What follows belongs to an exercise in optimizing a design on an open flow for small area, a short achievable clock period and few clock cycles per item; a production flow would make more cautious choices. No run shown here included a check of the RTL's function; only the layout flow was run.

==> config.mk <==
export PLATFORM = sky130hd
export DESIGN_NAME = recombination_row_generator_core
export DESIGN_NICKNAME = recombination_row_generator_core
export VERILOG_FILES = /design/flow/design.v
export SDC_FILE = /design/flow/constraint.sdc
export NUM_CORES = 4
export LEC_CHECK = 0
export CAP_MARGIN = 20
export CORE_MARGIN = 2
export CORE_UTILIZATION = 40
export SLEW_MARGIN = 20
==> constraint.sdc <==
create_clock -name core_clock -period 11.0 [get_ports {clk}]
set_input_delay 2.2000 -clock core_clock [delete_from_list [all_inputs] [get_ports {clk}]]
set_output_delay 2.2000 -clock core_clock [all_outputs]
set_load 0.01 [all_outputs]
==> design.v <==
package rrg_pkg;
    localparam int MAX_LOCI  = 6;
    localparam int FRAC_BITS = 16;
    localparam int RATE_REGS = MAX_LOCI - 1;
    localparam int NUM_LEAF  = 1 << (MAX_LOCI - 1);
    localparam int GENO_W    = MAX_LOCI;
    localparam int LOCI_W    = 3;
    localparam int RATE_W    = 16;
    localparam int PROB_W    = FRAC_BITS + 1;
    localparam int LEAF_W    = FRAC_BITS;
    localparam int CFG_IDX_W = 3;
    localparam logic [PROB_W-1:0] PROB_ONE = PROB_W'(1) << FRAC_BITS;
    localparam logic [CFG_IDX_W-1:0] REG_NUM_LOCI   = 3'd0;
    localparam logic [CFG_IDX_W-1:0] REG_RATE_FIRST = 3'd1;
    localparam logic [CFG_IDX_W-1:0] REG_RATE_LAST  = 3'd5;
endpackage
module rrg_ram #(
    parameter int WIDTH = 17,
    parameter int DEPTH = 64
) (
    input  logic                     clk,
    input  logic                     we,
    input  logic [$clog2(DEPTH)-1:0] waddr,
    input  logic [WIDTH-1:0]         wdata,
    input  logic [$clog2(DEPTH)-1:0] raddr,
    output logic [WIDTH-1:0]         rdata
);
    logic [WIDTH-1:0] mem [DEPTH];
    always_ff @(posedge clk)
    begin
        if (we)
        begin
            mem[waddr] <= wdata;
        end
        rdata <= mem[raddr];
    end
endmodule
import rrg_pkg::*;
module recombination_row_generator_core (
    input  logic                          clk,
    input  logic                          rst_n,
    input  logic                          in_valid,
    output logic                          in_stall,
    input  logic [rrg_pkg::GENO_W-1:0]    parent_a,
    input  logic [rrg_pkg::GENO_W-1:0]    parent_b,
    output logic                          out_valid,
    input  logic                          out_stall,
    output logic [rrg_pkg::GENO_W-1:0]    zygote,
    output logic [rrg_pkg::PROB_W-1:0]    probability,
    output logic                          last,
    input  logic                          cfg_valid,
    output logic                          cfg_ready,
    input  logic [rrg_pkg::CFG_IDX_W-1:0] cfg_index,
    input  logic [rrg_pkg::RATE_W-1:0]    cfg_data
);
    logic [LOCI_W-1:0] num_loci_reg;
    logic [RATE_W-1:0] rate_reg [RATE_REGS];
    assign cfg_ready = 1'b1;
    always_ff @(posedge clk or negedge rst_n)
    begin
        if (!rst_n)
        begin
            num_loci_reg <= LOCI_W'(1);
            for (int i = 0; i < RATE_REGS; i++)
            begin
                rate_reg[i] <= '0;
            end
        end
        else if (cfg_valid)
        begin
            if (cfg_index == REG_NUM_LOCI)
            begin
                num_loci_reg <= cfg_data[LOCI_W-1:0];
            end
            else if (cfg_index >= REG_RATE_FIRST && cfg_index <= REG_RATE_LAST)
            begin
                rate_reg[cfg_index - REG_RATE_FIRST] <= cfg_data;
            end
        end
    end
    logic [LOCI_W-1:0] n_used;
    always_comb
    begin
        if (num_loci_reg == '0)
            n_used = LOCI_W'(1);
        else if (num_loci_reg > LOCI_W'(MAX_LOCI))
            n_used = LOCI_W'(MAX_LOCI);
        else
            n_used = num_loci_reg;
    end
    logic [GENO_W-1:0] lmask;
    assign lmask = GENO_W'((GENO_W+1)'(1) << n_used) - GENO_W'(1);
    logic [RATE_W-1:0] reff [RATE_REGS];
    always_comb
    begin
        for (int g = 0; g < RATE_REGS; g++)
        begin
            reff[g] = (LOCI_W'(g + 1) < n_used) ? rate_reg[g] : '0;
        end
    end
    logic              eng_start;    
    logic              leaf_ok;
    logic              ph;           
    logic              cx_act  [2];
    logic [2:0]        cx_k    [2];    
    logic [PROB_W-1:0] cx_p    [2];    
    logic [RATE_W-1:0] cx_stk  [2][2:4];
    logic [4:2]        cx_pend [2];
    logic              m1_v;
    logic              m1_c;
    logic              m1_leaf;
    logic [PROB_W-1:0] m1_p;
    logic [RATE_W-1:0] m1_r;
    logic [23:0]       m1_lo;
    logic [23:0]       m1_hi;
    logic [RATE_W-1:0]   is_r;
    logic [PROB_W-1:0]   is_p;
    logic [2:0]          is_k;
    logic                is_v;
    assign is_v = cx_act[ph];
    assign is_k = cx_k[ph];
    assign is_p = cx_p[ph];
    always_comb
    begin
        case (is_k)
            3'd1:    is_r = reff[1];
            3'd2:    is_r = reff[2];
            3'd3:    is_r = reff[3];
            default: is_r = reff[4];
        endcase
    end
    always_ff @(posedge clk)
    begin
        m1_c    <= ph;
        m1_leaf <= (is_k == 3'd4);
        m1_p    <= is_p;
        m1_r    <= is_r;
        m1_lo   <= is_p[RATE_W-1:0] * is_r[7:0];
        m1_hi   <= is_p[RATE_W-1:0] * is_r[15:8];
    end
    logic [2*RATE_W-1:0] m2_prod;
    logic [RATE_W-1:0]   m2_cross;
    logic                m2_sticky;
    logic [PROB_W-1:0]   m2_nocross;
    assign m2_prod    = 32'(m1_lo) + {m1_hi, 8'd0};
    assign m2_cross   = m1_p[RATE_W] ? m1_r : m2_prod[2*RATE_W-1:RATE_W];
    assign m2_sticky  = |m2_prod[RATE_W-1:0];
    assign m2_nocross = m1_p - PROB_W'(m2_cross) - PROB_W'(m2_sticky);
    logic [LEAF_W-2:0] lx [16];
    logic [LEAF_W-2:0] ln [16];
    logic              l0_top;
    always_ff @(posedge clk or negedge rst_n)
    begin
        if (!rst_n)
        begin
            eng_start <= 1'b1;
            leaf_ok   <= 1'b0;
            m1_v      <= 1'b0;
            ph        <= 1'b0;
            cx_act[0] <= 1'b0;
            cx_act[1] <= 1'b0;
        end
        else if (eng_start || cfg_valid)
        begin
            eng_start <= 1'b0;
            leaf_ok   <= 1'b0;
            m1_v      <= 1'b0;
            ph        <= 1'b0;
            cx_act[0] <= 1'b1;
            cx_act[1] <= 1'b1;
        end
        else
        begin
            ph   <= ~ph;
            m1_v <= is_v;
            if (m1_v && m1_leaf && cx_pend[m1_c] == '0)
            begin
                cx_act[m1_c] <= 1'b0;
                if (!cx_act[~m1_c])
                    leaf_ok <= 1'b1;
            end
        end
    end
    always_ff @(posedge clk)
    begin
        if (eng_start || cfg_valid)
        begin
            cx_k[0]    <= 3'd1;
            cx_k[1]    <= 3'd1;
            cx_p[0]    <= PROB_ONE - PROB_W'(reff[0]);
            cx_p[1]    <= PROB_W'(reff[0]);
            cx_pend[0] <= '0;
            cx_pend[1] <= '0;
            l0_top     <= 1'b0;
        end
        else if (m1_v)
        begin
            if (!m1_leaf)
            begin
                cx_k[m1_c]                    <= cx_k[m1_c] + 3'd1;
                cx_p[m1_c]                    <= m2_nocross;
                cx_stk[m1_c][cx_k[m1_c] + 3'd1]  <= m2_cross;
                cx_pend[m1_c][cx_k[m1_c] + 3'd1] <= 1'b1;
            end
            else
            begin
                for (int i = 15; i > 0; i--)
                begin
                    lx[i] <= lx[i-1];
                    ln[i] <= ln[i-1];
                end
                lx[0] <= m2_cross[RATE_W-1:1];
                ln[0] <= m2_nocross[LEAF_W-1:1];
                if (m2_nocross[PROB_W-1])
                    l0_top <= 1'b1;
                if (cx_pend[m1_c][4])
                begin
                    cx_k[m1_c]       <= 3'd4;
                    cx_p[m1_c]       <= PROB_W'(cx_stk[m1_c][4]);
                    cx_pend[m1_c][4] <= 1'b0;
                end
                else if (cx_pend[m1_c][3])
                begin
                    cx_k[m1_c]       <= 3'd3;
                    cx_p[m1_c]       <= PROB_W'(cx_stk[m1_c][3]);
                    cx_pend[m1_c][3] <= 1'b0;
                end
                else if (cx_pend[m1_c][2])
                begin
                    cx_k[m1_c]       <= 3'd2;
                    cx_p[m1_c]       <= PROB_W'(cx_stk[m1_c][2]);
                    cx_pend[m1_c][2] <= 1'b0;
                end
            end
        end
    end
    logic              pb_valid;
    logic [GENO_W-1:0] pb_a, pb_d, pb_zf;
    logic              cu_valid;
    logic [GENO_W-1:0] cu_a, cu_d, cu_zf;
    logic [GENO_W-1:0] z_reg;
    logic              s_valid;
    logic [31:0]       s_sel;
    logic              s_zero;
    logic              s_dbl;
    logic [GENO_W-1:0] s_zyg;
    logic              s_last;
    logic              t_valid;
    logic [LEAF_W-1:0] t_sum [4];
    logic              t_zero;
    logic              t_dbl;
    logic [GENO_W-1:0] t_zyg;
    logic              t_last;
    logic              out_valid_reg;
    logic [GENO_W-1:0] zygote_reg;
    logic [PROB_W-1:0] prob_reg;
    logic              last_reg;
    logic              in_take;
    logic              adv;
    logic              fire;
    logic              z_last;
    logic              cu_load;
    logic [GENO_W-1:0] in_a, in_d, in_zf;
    assign in_stall = pb_valid | ~leaf_ok;
    assign in_take  = in_valid & ~in_stall;
    assign in_a     = parent_a & lmask;
    assign in_d     = (parent_a ^ parent_b) & lmask;
    assign in_zf    = lmask;
    assign adv      = ~out_valid_reg | ~out_stall;
    assign fire     = cu_valid & adv;
    assign z_last   = (z_reg == cu_zf);
    assign cu_load  = ~cu_valid | (fire & z_last);
    always_ff @(posedge clk or negedge rst_n)
    begin
        if (!rst_n)
        begin
            pb_valid      <= 1'b0;
            cu_valid      <= 1'b0;
            s_valid       <= 1'b0;
            t_valid       <= 1'b0;
            out_valid_reg <= 1'b0;
        end
        else
        begin
            if (cu_load)
                cu_valid <= pb_valid | in_take;
            if (in_take && !cu_load)
                pb_valid <= 1'b1;
            else if (cu_load)
                pb_valid <= 1'b0;
            if (adv)
            begin
                s_valid       <= cu_valid;
                t_valid       <= s_valid;
                out_valid_reg <= t_valid;
            end
        end
    end
    always_ff @(posedge clk)
    begin
        if (in_take && !cu_load)
        begin
            pb_a  <= in_a;
            pb_d  <= in_d;
            pb_zf <= in_zf;
        end
        if (cu_load)
        begin
            cu_a  <= pb_valid ? pb_a  : in_a;
            cu_d  <= pb_valid ? pb_d  : in_d;
            cu_zf <= pb_valid ? pb_zf : in_zf;
            z_reg <= '0;
        end
        else if (fire)
        begin
            z_reg <= z_reg + GENO_W'(1);
        end
    end
    function automatic logic [GENO_W-1:0] mask_of_leaf(input logic [4:0] c);
        logic [GENO_W-1:0] m;
        m = '0;
        m[4] = c[0];
        m[3] = c[0] ^ c[1];
        m[2] = c[0] ^ c[1] ^ c[2];
        m[1] = c[0] ^ c[1] ^ c[2] ^ c[3];
        m[0] = c[0] ^ c[1] ^ c[2] ^ c[3] ^ c[4];
        mask_of_leaf = m;
    endfunction
    function automatic logic [4:0] leaf_of_slot(input int j);
        int e;
        e = 15 - j / 2;
        leaf_of_slot = 5'((e % 2) * 16 + (e / 2) * 2 + ((j % 2 == 0) ? 1 : 0));
    endfunction
    logic [GENO_W-1:0] x;
    logic [31:0]       sel;
    assign x = z_reg ^ cu_a;
    for (genvar j = 0; j < 32; j++)
    begin : g_sel
        logic [GENO_W-1:0] u;
        assign u      = (x ^ mask_of_leaf(leaf_of_slot(j))) & cu_d;
        assign sel[j] = (u == '0) || (u == cu_d);
    end
    always_ff @(posedge clk)
    begin
        if (fire)
        begin
            s_sel  <= sel;
            s_zero <= ((x & ~cu_d) != '0);
            s_dbl  <= (cu_d == '0);
            s_zyg  <= z_reg;
            s_last <= z_last;
        end
    end
    logic [LEAF_W-1:0] term [32];
    for (genvar i = 0; i < 16; i++)
    begin : g_term
        assign term[2*i] = s_sel[2*i] ? LEAF_W'(lx[i]) : '0;
        if (i == 15)
        begin : g_top
            assign term[2*i+1] = s_sel[2*i+1] ? {l0_top, ln[i]} : '0;
        end
        else
        begin : g_rest
            assign term[2*i+1] = s_sel[2*i+1] ? LEAF_W'(ln[i]) : '0;
        end
    end
    logic [LEAF_W-1:0] psum [4];
    for (genvar q = 0; q < 4; q++)
    begin : g_psum
        assign psum[q] = term[8*q]   + term[8*q+1] + term[8*q+2] + term[8*q+3]
                       + term[8*q+4] + term[8*q+5] + term[8*q+6] + term[8*q+7];
    end
    always_ff @(posedge clk)
    begin
        if (adv && s_valid)
        begin
            for (int q = 0; q < 4; q++)
            begin
                t_sum[q] <= psum[q];
            end
            t_zero <= s_zero;
            t_dbl  <= s_dbl;
            t_zyg  <= s_zyg;
            t_last <= s_last;
        end
    end
    logic [LEAF_W-1:0] sum;
    logic [PROB_W-1:0] prob_calc;
    assign sum = t_sum[0] + t_sum[1] + t_sum[2] + t_sum[3];
    always_comb
    begin
        if (t_zero)
            prob_calc = '0;
        else if (t_dbl)
            prob_calc = {sum, 1'b0};
        else
            prob_calc = {1'b0, sum};
    end
    always_ff @(posedge clk)
    begin
        if (adv && t_valid)
        begin
            zygote_reg <= t_zyg;
            prob_reg   <= prob_calc;
            last_reg   <= t_last;
        end
    end
    assign out_valid   = out_valid_reg;
    assign zygote      = zygote_reg;
    assign probability = prob_reg;
    assign last        = last_reg;
endmodule
==> run.sh <==
#!/bin/bash
# synth_recipe.tcl (not shown) runs the flow's synth.tcl, then flattens the netlist and writes it again
# the make line also repeats each setting of config.mk as NAME=value (left out here)
make -C /OpenROAD-flow-scripts/flow DESIGN_CONFIG=/design/flow/config.mk WORK_HOME=/design/flow/orfs CLKGATE_MAP_FILE= SYNTH_SCRIPT=/design/flow/synth_recipe.tcl finish
==> results of run 1 <==
-- through the flow --
| step | area [µm²] | setup WS, ns | util, % |
|---|---|---|---|
| global placement | 60600 | 4.16 | 42.3 |
| finish | 64100 | 4.57 | 44.8 |
| floorplan | 57500 | 0.346 | - |
| global route | 64100 | 4.17 | 44.8 |
| CTS | 64100 | 4.55 | 44.8 |
| detailed placement | 60600 | 4.63 | 42.3 |
-- worst max-delay path: stages (launching register included) --
cell and delay, ns:
dfrtp_1 0.32, buf_4 0.41, mux2i_1 0.30, nor2_1 0.07, buf_4 0.20, a22oi_1 0.20, nor2_1 0.08, a221oi_2 0.53
buf_6 0.24, nor2_1 0.07, fa_1 0.50, fa_1 0.51, fa_1 0.53, inv_1 0.06, fa_1 0.48, inv_1 0.04
ha_1 0.34, a21o_1 0.18, a21oi_1 0.08, o21ai_0 0.26, a211oi_1 0.12, or3_1 0.44, o211ai_1 0.18, o311ai_0 0.13
-- final cells by class --
class                           instances  share of cell area, %
Antenna cell                            1                0.00391
Clock inverter                         45                  0.822
Multi-Input combinational cell       2954                   41.9
Inverter                              575                   3.38
Timing Repair Buffer                  137                   1.88
Clock buffer                          150                   4.57
Tap cell                             1903                   3.72
Sequential cell                       980                   43.7
-- layout by cell type (no fill, tap or decap), types with 25 or more instances in the layout --
cell type / netlist / routed
mux2_2: 107 / 107
a21o_1: 37 / 37
inv_1: 572 / 571
clkdlybuf4s50_1: 0 / 60
dfrtp_1: 92 / 92
nand2_1: 441 / 440
clkbuf_16: 0 / 107
and2_1: 241 / 239
o21a_1: 27 / 27
mux2i_1: 61 / 60
ha_1: 221 / 221
a21oi_1: 153 / 153
o21ai_0: 114 / 108
buf_4: 5 / 73
xor2_1: 46 / 46
xnor2_1: 133 / 133
clkbuf_1: 95 / 34
nand2b_1: 25 / 25
dfxtp_1: 96 / 95
nor2_1: 371 / 370
o22ai_1: 50 / 50
nand3_1: 46 / 46
fa_1: 550 / 550
edfxtp_1: 790 / 790
-- per-layer routing --
metal	global-route usage, %	vias to the layer above	wire length, µm
met3	2.44	202	4780
li1	-	15867	-
met5	0	-	0
met2	32.8	685	68000
met1	22.5	17566	53800
met4	5.71	0	3890
-- worst min-delay path by stage --
stage | from | endpoint | slack (ns) | cells past startpoint
after floorplan | ph | m1_c | 0.35 | 0
after global placement | t_last | last_reg | 0.40 | 0
after detailed placement | t_zyg[2] | zygote_reg[2] | 0.41 | 0
after CTS | ln[2][14] | ln[3][14] | 0.42 | 0
after global routing | lx[2][12] | lx[3][12] | 0.43 | 0
final | s_zyg[4] | t_zyg[4] | 0.42 | 0
-- logic make-up after synthesis --
family          share of synthesized area [%]
simple gates                             9.95
flops                                    48.7
fa+ha+maj                                24.0
buf+inv                                  4.68
compound gates                           6.84
xor+xnor                                 2.73
mux                                      3.16
other cells                            0.0131
==> flow_summary_export.csv, run 1 <==
group,metric,value,unit
status,run_status,"complete, no violations",
setup_path,path_max_fanout,29,
synthesis,netlist-cell-type-count,93,
timing,final_critical_delay_including_setup_and_external_delays,6.43,ns
placement,place.port_buffers,61,
global_route,wire_length_of_the_first_global_routing_pass,208000,µm
cells_and_area,n_fill_cell,13003,
synthesis,ys_top_cells_by_area,"edfxtp_1 41%, fa_1 19%, ha_1 4.8%",
floorplan,initial_util,40.2,%
clocking,cts.sinks,980,
synthesis,synth_ff_type,"edfxtp_1",
setup_path,endpoint,"m1_lo[23]",
cells_and_area,nets,5558,
hold_path,holdCritPathClass,"flop to flop",
timing,setup_repair_after_global_routing_missed_its_margin,"no",
clocking,clkLatencyLatePin,0.71,ns
detailed_routing,drt-total-wl,130000,µm
detailed_routing,average_vias_per_placed_instance,5.09,
clocking,cts_max_path_buffers,3,
cells_and_area,ff_latch_area,28000,µm²
detailed_routing,drt_drc_violations_left,0,
setup_path,timing.critical_path.from_type,"flop",
setup_path,timing.setup.critical_path_class,"flop to flop",
setup_path,r2r_start,"ph",
setup_path,crit_path_end_kind,"flop",
floorplan,die_area,147000,µm²
synthesis,synth_common_cells,"790 x edfxtp_1, 572 x inv_1, 550 x fa_1",
placement,globalplace.congestion,0.860,
detailed_routing,drt_first_pass_iters,6,
synthesis,syn-instance-count,4637,
cells_and_area,multiInputGateArea,26900,µm²
clocking,cts_max_level,3,
setup_path,crit_path_start,"ph",
synthesis,count_of_yosys_warnings_during_synthesis,10,
synthesis,seq_area_frac_synth,48.7,%
floorplan,floorplan.io_pins,63,
timing,setup_skew_after_layout,0.0376,ns
cells_and_area,final-instance-count-excl-fill,6745,
placement,place_hpwl,97600,µm
setup_path,required,11.57,ns
synthesis,yosysTopAreaCell,"edfxtp_1",
timing,setup_violation_total_in_the_final_timing_report,0,
timing,setup_tns,0,ns
global_route,global_route.usage.total,18.2,%
synthesis,synth_seq_cells,980,
clocking,cts-root-buf,"clkbuf_16",
synthesis,synth.most_common_cell,"edfxtp_1",
floorplan,die_x,383,µm
setup_path,worst_r2r_path_depth,23,
setup_path,timing.reg2reg.setup_slack,4.57,ns
clocking,post_cts_buffers,0,
detailed_routing,dr.first_iter.drc_count,2102,
timing,worst_rel_slew_slack,15.0,%
timing,max_freq,156,MHz
synthesis,mappedNetlistArea,57500,µm²
cells_and_area,layout-area-overhead-vs-synth,11.4,%
timing,fraction_of_the_cycle_the_final_worst_path_needs,58.4,%
global_route,antenna_found_initial,2,
clocking,cts_hold_buffers,0,
placement,dpl.cell_count,6548,
timing,finalHoldViolations,0,
clocking,clock_transition_at_the_register_clock_pins_on_the_worst_setup_and_hold_paths_after_cts,0.06,ns
detailed_routing,routedWlPerCell,19.3,µm
setup_path,critical_path_arrival,6.99,ns
floorplan,row_count,139,
synthesis,synth_edf_count,790,
clocking,cts.repair.resized,0,
setup_path,r2r-end,"m1_lo[23]",
global_route,number_of_global_route_vias_before_repair,36614,
clocking,cts_inserted_buffers,103,
floorplan,die_h,383,µm
synthesis,asyncSetResetFlopFracSynth,9.59,%
synthesis,yosys_top_cell_area_share,41.2,%
detailed_routing,ant_nets,0,
cells_and_area,fraction_of_final_layout_cells_sized_beyond_drive_strength_1,8.24,%
global_route,global_route.overflow_total,0,
clocking,cts_tree,"done",
timing,hold_slack,0.419,ns
global_route,grt_max_degree,184,
timing,finalMaxSlewViolations,0,
timing,worstMarginPinSlew,1.27,ns
synthesis,postSynthAreaPerCell,12.4,µm²
detailed_routing,detailroute.via_count,34320,
floorplan,placeableCoreArea,143000,µm²
flow_run,maxCapViolations,0,
==> inputs of run 2 (changes only) <==
--- a/config.mk
+++ b/config.mk
@@ -6,4 +6,5 @@
 export NUM_CORES = 4
 export LEC_CHECK = 0
+export ABC_CLOCK_PERIOD_IN_PS = 4000
 export CAP_MARGIN = 20
 export CORE_MARGIN = 2
==> run 2 against run 1 <==
- still clean on timing, DRC and antenna
- synthesized cell count unchanged
- first-iteration DRC count unchanged
- sequential share of layout area unchanged
- worst setup slack unchanged
- register-to-register slack about the same
- hold slack unchanged
- sequential cell count unchanged
- final cell count unchanged
- via count unchanged
- die area unchanged
==> flow_summary_export.csv, run 2 <==
group,metric,value,unit
placement,pre_cts_slack,4.63,ns
placement,place_hpwl,97600,µm
setup_path,critical_path_max_stage_delay,0.53,ns
detailed_routing,drt_first_pass_iters,6,
cells_and_area,final_cell_mix,"790 x edfxtp_1, 571 x inv_1, 550 x fa_1",
placement,place.port_buffers,61,
synthesis,postSynthAreaPerCell,12.4,µm²
setup_path,cp_cell_sequence,"buf_4 -> mux2i_1 -> nor2_1 -> buf_4 -> a22oi_1 -> nor2_1 -> a221oi_2 -> buf_6 -> nor2_1 -> fa_1 -> fa_1 -> fa_1 -> inv_1 -> fa_1 -> inv_1 -> ha_1 -> a21o_1 -> a21oi_1 -> o21ai_0 -> a211oi_1 -> or3_1 -> o211ai_1 -> o311ai_0",
cells_and_area,nets,5558,
floorplan,die_area,147000,µm²
clocking,post_cts_buffers,0,
detailed_routing,drt_drc_violations_left,0,
global_route,wire_length_of_the_first_global_routing_pass,208000,µm
detailed_routing,average_vias_per_placed_instance,5.09,
setup_path,cp_num_buf_inv,5,
floorplan,floorplan.io_pins,63,
global_route,antenna_found_initial,2,
detailed_routing,dr.first_iter.drc_count,2102,
synthesis,synth_seq_cells,980,
global_route,global_route.overflow_total,0,
synthesis,syn-instance-count,4637,
timing,finalHoldViolations,0,
floorplan,die_x,383,µm
detailed_routing,ant_nets,0,
detailed_routing,drt-total-wl,130000,µm
global_route,grt_max_degree,184,
hold_path,holdCritPathClass,"flop to flop",
timing,worst_slack,4.57,ns
floorplan,row_count,139,
timing,worst_rel_slew_slack,15.0,%
cells_and_area,n_fill_cell,13003,
clocking,cts_hold_buffers,0,
status,run_status,"complete, no violations",
global_route,global_route.usage.total,18.2,%
clocking,cts_tree,"done",
timing,max_freq,156,MHz
clocking,cts-root-buf,"clkbuf_16",
synthesis,yosys_top_cell_area_share,41.2,%
timing,setup_tns,0,ns
setup_path,r2r_start,"ph",
floorplan,placeableCoreArea,143000,µm²
floorplan,initial_util,40.2,%
placement,globalplace.congestion,0.860,
clocking,cts_max_level,3,
timing,worstMarginPinSlew,1.27,ns
cells_and_area,fraction_of_final_layout_cells_sized_beyond_drive_strength_1,8.24,%
timing,setup_skew_after_layout,0.0376,ns
setup_path,dominant_cell_type_by_count_on_the_critical_path,"fa_1",
global_route,number_of_global_route_vias_before_repair,36614,
cells_and_area,layout-area-overhead-vs-synth,11.4,%
clocking,cts.repair.resized,0,
setup_path,required,11.57,ns
synthesis,seq_area_frac_synth,48.7,%
clocking,cts_inserted_buffers,103,
synthesis,ys_top_cells_by_area,"edfxtp_1 41%, fa_1 19%, ha_1 4.8%",
cells_and_area,layout.cells.most_common,"edfxtp_1",
hold_path,hold_path_startpoint,"s_zyg[4]",
synthesis,yosysTopAreaCell,"edfxtp_1",
synthesis,mappedNetlistArea,57500,µm²
setup_path,timing.critical_path.from_type,"flop",
synthesis,asyncSetResetFlopFracSynth,9.59,%
timing,final_critical_delay_including_setup_and_external_delays,6.43,ns
setup_path,cpLargestDelayFamily,"adder cells",
floorplan,die_h,383,µm
setup_path,crit_path_end_kind,"flop",
timing,finalMaxSlewViolations,0,
setup_path,cp_slowest_cell,"a221oi_2",
timing,setup_violation_total_in_the_final_timing_report,0,
synthesis,count_of_yosys_warnings_during_synthesis,10,
setup_path,critical_path_arrival,6.99,ns
timing,setup_repair_after_global_routing_missed_its_margin,"no",
setup_path,crit_path_start,"ph",
clocking,clkLatencyLatePin,0.71,ns
clocking,cts.sinks,980,
synthesis,synth_ff_type,"edfxtp_1",
detailed_routing,routedWlPerCell,19.3,µm
timing,hold_slack,0.419,ns
synthesis,synth_common_cells,"790 x edfxtp_1, 572 x inv_1, 550 x fa_1",
synthesis,netlist-cell-type-count,93,
synthesis,synth.most_common_cell,"edfxtp_1",
clocking,clock_transition_at_the_register_clock_pins_on_the_worst_setup_and_hold_paths_after_cts,0.06,ns
synthesis,synth_edf_count,790,
detailed_routing,detailroute.via_count,34320,
flow_run,maxCapViolations,0,
setup_path,path_max_fanout,29,
setup_path,timing.setup.critical_path_class,"flop to flop",
clocking,cts_max_path_buffers,3,
timing,fraction_of_the_cycle_the_final_worst_path_needs,58.4,%
[run 2: cell counts after synthesis]
No cell type changed its count.
[run 2: path summary, 6_finish.rpt]
kind	to	slack (ns)	cells after the start
max	m1_lo[23]	4.57	23
min in group asynchronous	rate_reg[4][3]	1.32	1
max in group asynchronous	cx_act[1]	8.68	2
max reg2reg	m1_lo[23]	4.57	23
min reg2reg	t_zyg[4]	0.42	0
min	t_zyg[4]	0.42	0
[run 2: cells by family (layout without fill, tap and decap cells)]
kind of cell | after synthesis | count (layout) | share of synthesized area, %
AND/OR/NAND/NOR | 1243 | 1243 | 9.95
adder cells (fa/ha/maj) | 771 | 771 | 24.0
XOR/XNOR | 179 | 179 | 2.73
multiplexers | 168 | 168 | 3.16
AO/OA/AOI/OAI | 590 | 590 | 6.84
flip-flops | 980 | 980 | 48.7
buffers and inverters | 704 | 907 | 4.68
other | 2 | 4 | 0.0131
[run 2: per-layer routing]
| layer | part of all wire (%) | vias to the layer above | track usage, % |
|---|---|---|---|
| met5 | 0 | - | 0 |
| met4 | 3.0 | 0 | 5.71 |
| met3 | 3.7 | 202 | 2.44 |
| met2 | 52 | 685 | 32.8 |
| met1 | 41 | 17566 | 22.5 |
| li1 | - | 15867 | - |
[run 2: per-stage QoR]
stage	std cells	utilization [%]	cell area, µm²
6_report	6745	44.8	64100
5_1_grt	6745	44.8	64100
4_1_cts	6743	44.8	64100
3_5_place_dp	6548	42.3	60600
3_3_place_gp	6547	42.3	60600
2_1_floorplan	4638	-	57500
[run 2: cell type report]
type                       instances  area [µm²]  area share [%]
antenna                            1        2.50         0.00391
tap                             1903        2380            3.72
sequential                       980       28000            43.7
multi-input combinational       2954       26900            41.9
clock buffer                     150        2930            4.57
timing repair buffer             137        1200            1.88
inverter                         575        2170            3.38
clock inverter                    45         527           0.822

port drivers added, routing unchanged:
How much do the figures lean on ideal ports? The routed layouts below were timed once more, with nothing changed but the port constraints. Step 1 sets driving cells, clkbuf_16 on the clock port and buf_2 on the other inputs (assumed; they add their load-dependent delay and slew). Step 2 adds t to the input delays and takes it off the output delays; t is the mean of the earliest and latest rising clock arrival at the registers after step 1. Input paths then give back, and output paths get back, about the clock's delay inside the block. Slacks: ideal / step 1 / step 2; pairs: ideal / step 1.
| run | t, ns | setup slack, ns | worst data-port slew with drivers (ns) |
|---|---|---|---|
| run 1 | 0.772 | 4.572 / 4.572 / 4.572 | 0.05 |
| run 2 | 0.772 | 4.572 / 4.572 / 4.572 | 0.05 |
After both steps every run listed still meets setup and hold.
